Background: an optimization exercise with open tools, aiming at small area, a short achievable clock period and few clock cycles per item. Do not read the settings as production practice.
RTL that was checked went through simulation tests only; none was proved equivalent to the original.
No activity file was given, so power comes from the tool's default toggle rates.

==> 08-05 <==
==> flow/design.v (excerpt) <==
module pid_core_mc #(
  parameter int N_CH      = 8,
  parameter int W_CH      = 3,
  parameter int W_IN      = 18,
  parameter int W_OUT     = 32,
  parameter int W_EP      = 16,
  parameter int LIM_SHIFT = 16
) (
  input  logic                    clk_in,
  input  logic                    reset_n_in,
  input  logic signed [W_IN-1:0]  data_in,
  input  logic [W_CH-1:0]         data_chan_in,
  input  logic                    data_valid_in,
  output logic                    data_ready_out,
  input  logic                    param_wr_in,
  input  logic [W_CH-1:0]         param_chan_in,
  input  logic [2:0]              param_addr_in,
  input  logic signed [W_EP-1:0]  param_data_in,
  input  logic                    update_en_in,
  input  logic                    update_in,
  input  logic                    clear_in,
  input  logic [W_CH-1:0]         clear_chan_in,
  output logic signed [W_OUT-1:0] data_out,
  output logic [W_CH-1:0]         data_chan_out,
  output logic                    data_valid_out
);
clock: 15.0 ns
lec_check: 0
abc_clock_period_in_ps: 6000
cap_margin: 20
core_margin: 2
core_utilization: 55
cts_buf_list: sky130_fd_sc_hd__clkbuf_8
slew_margin: 20
standard.sh (not shown) runs the stock make flow with config.mk's settings and CLKGATE_MAP_FILE= SYNTH_SCRIPT=/design/flow/synth_recipe.tcl, a recipe that flattens the netlist after the stock synthesis.
==> flow/flow/run.sh <==
#!/bin/bash
set -euo pipefail
bash standard.sh SETUP_SLACK_MARGIN=8.5 finish > standard_flow.log 2>&1
==> 06-07 (differences from 08-05) <==
--- a/flow/design.v
+++ b/flow/design.v
@@ -2980,17 +2980,19 @@
   logic signed [W_IN-1:0] a_x;
   logic [W_CH-1:0]        a_ch, a_clr_ch, a_wr_ch;
   logic [N_CH-1:0]        a_oh;
   logic [2:0]             a_wr_addr;
   logic [W_EP-1:0]        a_wr_data;
   assign data_ready_out = reset_n_in;
+  logic a_ok;
+  assign a_ok = !a_rst;
   always_ff @(posedge clk_in) begin
-    a_vld <= reset_n_in && data_valid_in;
-    a_clr <= reset_n_in && clear_in;
-    a_upd <= reset_n_in && update_in && update_en_in;
-    a_wr  <= reset_n_in && param_wr_in;
+    a_vld <= data_valid_in;
+    a_clr <= clear_in;
+    a_upd <= update_in && update_en_in;
+    a_wr  <= param_wr_in;
     a_rst <= !reset_n_in;
     a_x       <= data_in;
     a_ch      <= data_chan_in;
     for (int c = 0; c < N_CH; c++) a_oh[c] <= data_chan_in == W_CH'(c);
     a_clr_ch  <= clear_chan_in;
     a_wr_ch   <= param_chan_in;
@@ -3022,17 +3024,17 @@
     if (a_rst) begin
       v_sh   <= '0;
       v_ac   <= '0;
       pol_sh <= '0;
       pol_ac <= '0;
     end else begin
-      if (a_upd) begin
+      if (a_upd && a_ok) begin
         v_ac   <= v_sh;
         pol_ac <= pol_sh;
       end
-      if (a_wr) begin
+      if (a_wr && a_ok) begin
         if (a_wr_addr == pid_mc_pkg::ADDR_POL) pol_sh[a_wr_ch] <= a_wr_data[0];
         else if (a_wr_addr != 3'd7) v_sh[a_wr_ch][a_wr_addr] <= 1'b1;
       end
     end
   end
   logic [N_CH-1:0][WE-1:0] e1_h, e2_h;
@@ -3108,14 +3110,13 @@
   logic signed [WE:0]     c_d1;
   logic signed [WE-1:0]   c_e;
   logic signed [WE+1:0]   c_d2;
   logic signed [W_EP-1:0] c_mn, c_mx;
   logic                   c_hz;
   always_ff @(posedge clk_in) begin
-    if (!reset_n_in) c_vld <= 1'b0;
-    else             c_vld <= a_vld;
+    c_vld   <= a_vld && a_ok;
     c_ch    <= a_ch;
     c_hz    <= |(a_oh & hz);
     c_one   <= b_bone;
     c_two   <= b_btwo;
     c_neg   <= b_bneg;
     c_e     <= b_e;
@@ -3133,44 +3134,46 @@
     .sum_a(c_sa), .sum_b(c_sb)
   );
   logic [N_CH-1:0][W_OUT-1:0] u_h;
   logic [N_CH-1:0]        c_oh;
   logic [W_OUT-1:0]       c_up;
   logic                   c_hit;
+  logic                   e_vld;     
   always_comb begin
     for (int c = 0; c < N_CH; c++) c_oh[c] = c_ch == W_CH'(c);
-    c_hit = data_valid_out && data_chan_out == c_ch;
+    c_hit = e_vld && a_ok && data_chan_out == c_ch;
     c_up  = '0;
     for (int c = 0; c < N_CH; c++) c_up = c_up | ({W_OUT{c_oh[c]}} & u_h[c]);
     if (c_hit) c_up = data_out;
     if (c_hz)  c_up = '0;
   end
   logic                   d_vld, d_fwd, d_inv, d_mxdef;
   logic [W_CH-1:0]        d_ch;
   logic [WS-1:0]          d_sa, d_sb;
   logic signed [W_EP-1:0] d_mn, d_mx;
   logic [W_OUT-1:0]       d_up;
   always_ff @(posedge clk_in) begin
-    if (!reset_n_in) d_vld <= 1'b0;
-    else             d_vld <= c_vld;
+    d_vld   <= c_vld && a_ok;
     d_ch    <= c_ch;
-    d_fwd   <= d_vld && d_ch == c_ch && !c_hz;
+    d_fwd   <= d_vld && a_ok && d_ch == c_ch && !c_hz;
     d_up    <= c_up;
     d_inv   <= c_inv;
     d_mxdef <= c_mxdef;
     d_mn    <= c_mn;
     d_mx    <= c_mx;
     d_sa    <= c_sa;
     d_sb    <= c_sb;
   end
   logic signed [W_OUT-1:0]    d_u, d_lo, d_hi;
   logic [WS-1:0]              d_s, d_upx, d_cs, d_cc;
+  logic signed [W_OUT-1:0]    d_upv;
   logic signed [WS-LIM_SHIFT-1:0] d_shi, d_m;
   logic                       d_gt, d_lt;
   always_comb begin
-    d_upx = WS'($signed(d_fwd ? data_out : d_up));
+    d_upv = d_fwd ? data_out : d_up;
+    d_upx = WS'(d_upv);
     d_cs  = d_upx ^ d_sa ^ d_sb;
     d_cc  = {((d_upx[WS-2:0] & d_sa[WS-2:0]) | (d_upx[WS-2:0] & d_sb[WS-2:0]) |
               (d_sa[WS-2:0] & d_sb[WS-2:0])), 1'b0};
     d_s   = d_cs + d_cc;
     d_shi = d_s[WS-1:LIM_SHIFT];
     d_m  = d_mxdef ? (WS-LIM_SHIFT)'({1'b0, {(W_EP-1){1'b1}}}) : (WS-LIM_SHIFT)'(d_mx);
@@ -3181,15 +3184,15 @@
     if (d_inv || d_gt) d_u = d_hi;
     else if (d_lt)     d_u = d_lo;
     else               d_u = d_s[W_OUT-1:0];
   end
   always_ff @(posedge clk_in) begin
     for (int c = 0; c < N_CH; c++)
-      if (data_valid_out && data_chan_out == W_CH'(c)) u_h[c] <= data_out;
+      if (e_vld && data_chan_out == W_CH'(c)) u_h[c] <= data_out;
   end
+  assign data_valid_out = e_vld && a_ok;
   always_ff @(posedge clk_in) begin
-    if (!reset_n_in) data_valid_out <= 1'b0;
-    else             data_valid_out <= d_vld;
+    e_vld         <= d_vld && a_ok;
     data_out      <= d_u;
     data_chan_out <= d_ch;
   end
 endmodule
==> flow/config.mk (replaced) <==
export PLATFORM = sky130hd
export DESIGN_NAME = pid_core_mc
export DESIGN_NICKNAME = pid_core_mc
export VERILOG_FILES = /design/flow/design.v
export SDC_FILE = /design/flow/constraint.sdc
export NUM_CORES = 4
export LEC_CHECK = 0
export ABC_CLOCK_PERIOD_IN_PS = 6000
export CAP_MARGIN = 20
export CORE_MARGIN = 2
export CORE_UTILIZATION = 40
export SLEW_MARGIN = 20
==> 10-19 (differences from 08-05) <==
--- a/flow/design.v
+++ b/flow/design.v
@@ -2976,25 +2976,29 @@
   localparam int WS = W_OUT + 1;   
   localparam int NP = 6;           
   localparam logic [W_EP-1:0] MN_DEF = {1'b1, {(W_EP-1){1'b0}}};
   logic                   a_vld, a_clr, a_upd, a_wr, a_rst;
   logic signed [W_IN-1:0] a_x;
   logic [W_CH-1:0]        a_ch, a_clr_ch, a_wr_ch;
-  logic [N_CH-1:0]        a_oh;
+  logic [N_CH-1:0]        a_oh;      
+  logic [N_CH-1:0]        a_ohv;     
   logic [2:0]             a_wr_addr;
   logic [W_EP-1:0]        a_wr_data;
   assign data_ready_out = reset_n_in;
+  logic a_ok;
+  assign a_ok = !a_rst;
   always_ff @(posedge clk_in) begin
-    a_vld <= reset_n_in && data_valid_in;
-    a_clr <= reset_n_in && clear_in;
-    a_upd <= reset_n_in && update_in && update_en_in;
-    a_wr  <= reset_n_in && param_wr_in;
+    a_vld <= data_valid_in;
+    a_clr <= clear_in;
+    a_upd <= update_in && update_en_in;
+    a_wr  <= param_wr_in;
     a_rst <= !reset_n_in;
     a_x       <= data_in;
     a_ch      <= data_chan_in;
     for (int c = 0; c < N_CH; c++) a_oh[c] <= data_chan_in == W_CH'(c);
+    for (int c = 0; c < N_CH; c++) a_ohv[c] <= data_valid_in && data_chan_in == W_CH'(c);
     a_clr_ch  <= clear_chan_in;
     a_wr_ch   <= param_chan_in;
     a_wr_addr <= param_addr_in;
     a_wr_data <= param_data_in;
   end
   logic [N_CH-1:0][W_EP-1:0] sp_sh, p_sh, i_sh, d_sh, mn_sh, mx_sh;
@@ -3022,17 +3026,17 @@
     if (a_rst) begin
       v_sh   <= '0;
       v_ac   <= '0;
       pol_sh <= '0;
       pol_ac <= '0;
     end else begin
-      if (a_upd) begin
+      if (a_upd && a_ok) begin
         v_ac   <= v_sh;
         pol_ac <= pol_sh;
       end
-      if (a_wr) begin
+      if (a_wr && a_ok) begin
         if (a_wr_addr == pid_mc_pkg::ADDR_POL) pol_sh[a_wr_ch] <= a_wr_data[0];
         else if (a_wr_addr != 3'd7) v_sh[a_wr_ch][a_wr_addr] <= 1'b1;
       end
     end
   end
   logic [N_CH-1:0][WE-1:0] e1_h, e2_h;
@@ -3042,35 +3046,44 @@
   logic signed [W_EP-1:0] b_sp, b_p, b_i, b_d, b_mn, b_mx;
   logic signed [WE-1:0]   b_e, b_e1, b_e2, b_pos, b_neg;
   logic signed [WE:0]     b_d1;
   logic signed [WE+1:0]   b_d2;
   logic [3*W_EP/2-1:0]    b_bone, b_btwo, b_bneg;
   logic [3*W_EP-1:0]      b_g;
+  logic                   b_hz;
   always_comb begin
     bv    = '0;
+    b_hz  = 1'b0;
     b_pol = 1'b0;
     b_sp  = '0;
     b_p   = '0;
     b_i   = '0;
     b_d   = '0;
     b_mn  = '0;
     b_mx  = '0;
     b_e1  = '0;
     b_e2  = '0;
     for (int c = 0; c < N_CH; c++) begin
       bv    = bv    | ({NP{a_oh[c]}} & v_ac[c]);
+      b_hz  = b_hz  | (a_ohv[c] & hz[c]);
       b_pol = b_pol | (a_oh[c] & pol_ac[c]);
-      b_sp  = b_sp  | ({W_EP{a_oh[c] & v_ac[c][0]}} & sp_ac[c]);
-      b_p   = b_p   | ({W_EP{a_oh[c] & v_ac[c][1]}} & p_ac[c]);
-      b_i   = b_i   | ({W_EP{a_oh[c] & v_ac[c][2]}} & i_ac[c]);
-      b_d   = b_d   | ({W_EP{a_oh[c] & v_ac[c][3]}} & d_ac[c]);
+      b_sp  = b_sp  | ({W_EP{a_oh[c]}} & sp_ac[c]);
+      b_p   = b_p   | ({W_EP{a_oh[c]}} & p_ac[c]);
+      b_i   = b_i   | ({W_EP{a_oh[c]}} & i_ac[c]);
+      b_d   = b_d   | ({W_EP{a_oh[c]}} & d_ac[c]);
       b_mn  = b_mn  | ({W_EP{a_oh[c]}} & mn_ac[c]);
       b_mx  = b_mx  | ({W_EP{a_oh[c]}} & mx_ac[c]);
-      b_e1  = b_e1  | ({WE{a_oh[c] & !hz[c]}} & e1_h[c]);
-      b_e2  = b_e2  | ({WE{a_oh[c] & !hz[c]}} & e2_h[c]);
+      b_e1  = b_e1  | ({WE{a_ohv[c]}} & e1_h[c]);
+      b_e2  = b_e2  | ({WE{a_ohv[c]}} & e2_h[c]);
     end
+    b_sp = b_sp & {W_EP{bv[0]}};
+    b_p  = b_p  & {W_EP{bv[1]}};
+    b_i  = b_i  & {W_EP{bv[2]}};
+    b_d  = b_d  & {W_EP{bv[3]}};
+    b_e1 = b_e1 & {WE{!b_hz}};
+    b_e2 = b_e2 & {WE{!b_hz}};
     if (!bv[4]) b_mn = MN_DEF;
     b_pos = b_pol ? WE'(a_x) : WE'(b_sp);
     b_neg = b_pol ? WE'(b_sp) : WE'(a_x);
     b_e   = b_pos - b_neg;
     b_d1  = (WE+1)'(b_pos) - (WE+1)'(b_neg) - (WE+1)'(b_e1);
     b_d2  = (WE+2)'(b_pos) - (WE+2)'(b_neg) - ((WE+2)'(b_e1) <<< 1) + (WE+2)'(b_e2);
@@ -3084,23 +3097,23 @@
       b_btwo[r] = (g2 & !g1 & !g0) | (!g2 & g1 & g0);
       b_bneg[r] = g2;
     end
   end
   always_ff @(posedge clk_in) begin
     for (int c = 0; c < N_CH; c++) begin
-      if (a_vld && a_oh[c]) begin
+      if (a_ohv[c]) begin
         e1_h[c] <= b_e;
         e2_h[c] <= b_e1;
       end
     end
   end
   always_ff @(posedge clk_in) begin
     if (a_rst) hz <= '1;
     else begin
       for (int c = 0; c < N_CH; c++) begin
-        if (a_vld && a_oh[c]) hz[c] <= 1'b0;
+        if (a_ohv[c]) hz[c] <= 1'b0;
         if (a_clr && a_clr_ch == W_CH'(c)) hz[c] <= 1'b1;
       end
     end
   end
   logic                   c_vld, c_inv, c_mxdef;
   logic [W_CH-1:0]        c_ch;
@@ -3108,16 +3121,15 @@
   logic signed [WE:0]     c_d1;
   logic signed [WE-1:0]   c_e;
   logic signed [WE+1:0]   c_d2;
   logic signed [W_EP-1:0] c_mn, c_mx;
   logic                   c_hz;
   always_ff @(posedge clk_in) begin
-    if (!reset_n_in) c_vld <= 1'b0;
-    else             c_vld <= a_vld;
+    c_vld   <= a_vld && a_ok;
     c_ch    <= a_ch;
-    c_hz    <= |(a_oh & hz);
+    c_hz    <= b_hz;
     c_one   <= b_bone;
     c_two   <= b_btwo;
     c_neg   <= b_bneg;
     c_e     <= b_e;
     c_d1    <= b_d1;
     c_d2    <= b_d2;
@@ -3133,63 +3145,74 @@
     .sum_a(c_sa), .sum_b(c_sb)
   );
   logic [N_CH-1:0][W_OUT-1:0] u_h;
   logic [N_CH-1:0]        c_oh;
   logic [W_OUT-1:0]       c_up;
   logic                   c_hit;
+  logic                   e_vld;     
   always_comb begin
     for (int c = 0; c < N_CH; c++) c_oh[c] = c_ch == W_CH'(c);
-    c_hit = data_valid_out && data_chan_out == c_ch;
+    c_hit = e_vld && a_ok && data_chan_out == c_ch;
     c_up  = '0;
     for (int c = 0; c < N_CH; c++) c_up = c_up | ({W_OUT{c_oh[c]}} & u_h[c]);
     if (c_hit) c_up = data_out;
     if (c_hz)  c_up = '0;
   end
   logic                   d_vld, d_fwd, d_inv, d_mxdef;
   logic [W_CH-1:0]        d_ch;
   logic [WS-1:0]          d_sa, d_sb;
   logic signed [W_EP-1:0] d_mn, d_mx;
   logic [W_OUT-1:0]       d_up;
   always_ff @(posedge clk_in) begin
-    if (!reset_n_in) d_vld <= 1'b0;
-    else             d_vld <= c_vld;
+    d_vld   <= c_vld && a_ok;
     d_ch    <= c_ch;
-    d_fwd   <= d_vld && d_ch == c_ch && !c_hz;
+    d_fwd   <= d_vld && a_ok && d_ch == c_ch && !c_hz;
     d_up    <= c_up;
     d_inv   <= c_inv;
     d_mxdef <= c_mxdef;
     d_mn    <= c_mn;
     d_mx    <= c_mx;
     d_sa    <= c_sa;
     d_sb    <= c_sb;
   end
   logic signed [W_OUT-1:0]    d_u, d_lo, d_hi;
-  logic [WS-1:0]              d_s, d_upx, d_cs, d_cc;
-  logic signed [WS-LIM_SHIFT-1:0] d_shi, d_m;
+  logic [WS-1:0]              d_upx, d_cs, d_cc, d_nvl, d_nvg;
+  logic signed [W_OUT-1:0]    d_upv;
+  logic [WS:0]                d_y, d_zl, d_zg;
   logic                       d_gt, d_lt;
+  function automatic logic [WS:0] csa_sum(input logic [WS-1:0] x, y, z);
+    csa_sum = {1'b0, x ^ y ^ z};
+  endfunction
+  function automatic logic [WS:0] csa_carry(input logic [WS-1:0] x, y, z, input logic cin);
+    csa_carry = {(x & y) | (x & z) | (y & z), cin};
+  endfunction
   always_comb begin
-    d_upx = WS'($signed(d_fwd ? data_out : d_up));
+    d_upv = d_fwd ? data_out : d_up;
+    d_upx = WS'(d_upv);
     d_cs  = d_upx ^ d_sa ^ d_sb;
     d_cc  = {((d_upx[WS-2:0] & d_sa[WS-2:0]) | (d_upx[WS-2:0] & d_sb[WS-2:0]) |
               (d_sa[WS-2:0] & d_sb[WS-2:0])), 1'b0};
-    d_s   = d_cs + d_cc;
-    d_shi = d_s[WS-1:LIM_SHIFT];
-    d_m  = d_mxdef ? (WS-LIM_SHIFT)'({1'b0, {(W_EP-1){1'b1}}}) : (WS-LIM_SHIFT)'(d_mx);
-    d_lt = d_shi < (WS-LIM_SHIFT)'(d_mn);
-    d_gt = d_shi > d_m || (!d_mxdef && d_shi == d_m && |d_s[LIM_SHIFT-1:0]);
-    d_lo = {d_mn, {LIM_SHIFT{1'b0}}};
-    d_hi = d_mxdef ? {1'b0, {(W_OUT-1){1'b1}}} : {d_mx, {LIM_SHIFT{1'b0}}};
+    d_nvl = {d_mn[W_EP-1], ~d_mn, {LIM_SHIFT{1'b1}}};
+    d_nvg = d_mxdef ? {2'b00, {(WS-2){1'b1}}}
+                    : {d_mx[W_EP-1], ~d_mx, {(LIM_SHIFT-1){1'b1}}, 1'b0};
+    d_y   = {1'b0, d_cs} + {1'b0, d_cc};
+    d_zl  = csa_sum(d_cs, d_cc, d_nvl) + csa_carry(d_cs, d_cc, d_nvl, 1'b1);
+    d_zg  = csa_sum(d_cs, d_cc, d_nvg) + csa_carry(d_cs, d_cc, d_nvg, 1'b1);
+    d_lt  = (d_zl[WS] ^ d_zl[WS-1]) == (d_y[WS] ^ d_y[WS-1]);
+    d_gt  = (d_zg[WS] ^ d_zg[WS-1]) != (d_y[WS] ^ d_y[WS-1]);
+    d_lo  = {d_mn, {LIM_SHIFT{1'b0}}};
+    d_hi  = d_mxdef ? {1'b0, {(W_OUT-1){1'b1}}} : {d_mx, {LIM_SHIFT{1'b0}}};
     if (d_inv || d_gt) d_u = d_hi;
     else if (d_lt)     d_u = d_lo;
-    else               d_u = d_s[W_OUT-1:0];
+    else               d_u = d_y[W_OUT-1:0];
   end
   always_ff @(posedge clk_in) begin
     for (int c = 0; c < N_CH; c++)
-      if (data_valid_out && data_chan_out == W_CH'(c)) u_h[c] <= data_out;
+      if (e_vld && data_chan_out == W_CH'(c)) u_h[c] <= data_out;
   end
+  assign data_valid_out = e_vld && a_ok;
   always_ff @(posedge clk_in) begin
-    if (!reset_n_in) data_valid_out <= 1'b0;
-    else             data_valid_out <= d_vld;
+    e_vld         <= d_vld && a_ok;
     data_out      <= d_u;
     data_chan_out <= d_ch;
   end
 endmodule
==> flow/flow/run.sh (replaced) <==
#!/bin/bash
set -euo pipefail
bash standard.sh SETUP_SLACK_MARGIN=8.85 "BUFFER_PORTS_ARGS=-buffer_cell sky130_fd_sc_hd__buf_4" finish > standard_flow.log 2>&1
==> key figures <==
Outcome
  – Outcome: no timing/DRC/antenna violations

Synth
  – Top cell type's share of synthesized area: 51.66%

Hold path
  – Hold Path End: d_mx[1]

Setup path
  – Worst path cell trace: buf_8 -> buf_6
  – R2r endpoint: c_d2[20]

STA
  – Post-route worst setup slack: 8797 ps

Drt
  – Metal3 WL: 31380 um

Power and ir drop
  – Combinational share of power: 12.8%

Global route
  – Gr usage total: 33.77%

Finish
  – Non-Clock Inverter Count: 664
The numbers above come from 10-19.

==> key figures <==
Setup path
  – CP Class: in -> out
  – Worst path cell trace: buf_2 -> clkdlybuf4s15_2
  – R2r endpoint: c_d2[20]

STA
  – Post-route worst setup slack: 8592 ps
  – Setup TNS: 0 ps

Synth
  – Top cell type's share of synthesized area: 52.64%

Outcome
  – Outcome: no timing/DRC/antenna violations

Power and ir drop
  – Combinational share of power: 10.6%

Hold path
  – Hold Path End: d_mn[8]

Global route
  – Gr usage total: 36.35%

Finish
  – Non-Clock Inverter Count: 550
The numbers above come from 08-05.

==> key figures <==
Outcome
  – Outcome: no timing/DRC/antenna violations

Finish
  – Non-Clock Inverter Count: 553

STA
  – Post-route worst setup slack: 8588 ps
  – FMAX: 156.0 MHz

Synth
  – Simple-gate share of the synthesized area: 3.979%
  – Mux cell area share after synthesis: 0.8793%
  – Top cell type's share of synthesized area: 52.60%

Drt
  – Metal3 WL: 41630 um

Power and ir drop
  – Combinational share of power: 10.1%
  – Worst VDD drop: 0.1224 mV

Setup path
  – R2r endpoint: data_out[31]
  – Worst path cell trace: buf_12 -> buf_4 -> mux2_2 -> fa_1 -> ha_4 -> nand3_1 -> o22ai_4 -> o31ai_4 -> o31a_1 -> o21a_1 -> or3_4 -> nand3_4 -> nand3_2 -> and2_4 -> ha_4 -> nand3_2 -> or3_1 -> or4_4 -> o211a_1 -> or4b_4 -> o21ai_4 -> buf_12 -> mux2_2

Hold path
  – Hold Path End: d_mx[10]

CTS
  – CTS tree: done
The numbers above come from 06-07.

Testbench counts of 06-07, summed over its fixed seeds: cycles 6,432, items 6,400.
Testbench counts of 10-19, summed over its fixed seeds: cycles 6,432, items 6,400.
Only the layout flow was run in 08-05; the RTL was not checked for function there.

[static timing again, ports no longer ideal]
How much do the figures lean on ideal ports? The routed layouts below were timed once more, with nothing changed but the port constraints.
Step 1 sets driving cells, clkbuf_16 on the clock port and buf_2 on the other inputs (assumed; they add their load-dependent delay and slew).
Step 2 adds t to the input delays and takes it off the output delays; t is the mean of the earliest and latest rising clock arrival at the registers after step 1. Input paths then give back, and output paths get back, about the clock's delay inside the block.
Slacks: ideal / step 1 / step 2; pairs: ideal / step 1.
run | t (ns) | setup WS [ns] | hold WS [ns] | worst setup path after step 2 | latest minus earliest clock arrival (ns)
08-05 | 1.172 | 8.592 / 8.571 / 8.571 | 0.323 / 0.323 / 0.323 | input to output | 0.138 / 0.139
06-07 | 0.954 | 8.588 / 8.588 / 8.588 | 0.316 / 0.316 / 0.316 | register to register | 0.092 / 0.092
10-19 | 1.190 | 8.797 / 8.750 / 8.750 | 0.257 / 0.257 / 0.257 | input to output | 0.152 / 0.152
After both steps every run listed still meets setup and hold. For 10-19, which loses most, drivers alone change the setup slack by -0.047 ns; drivers and shift together by -0.047 ns.
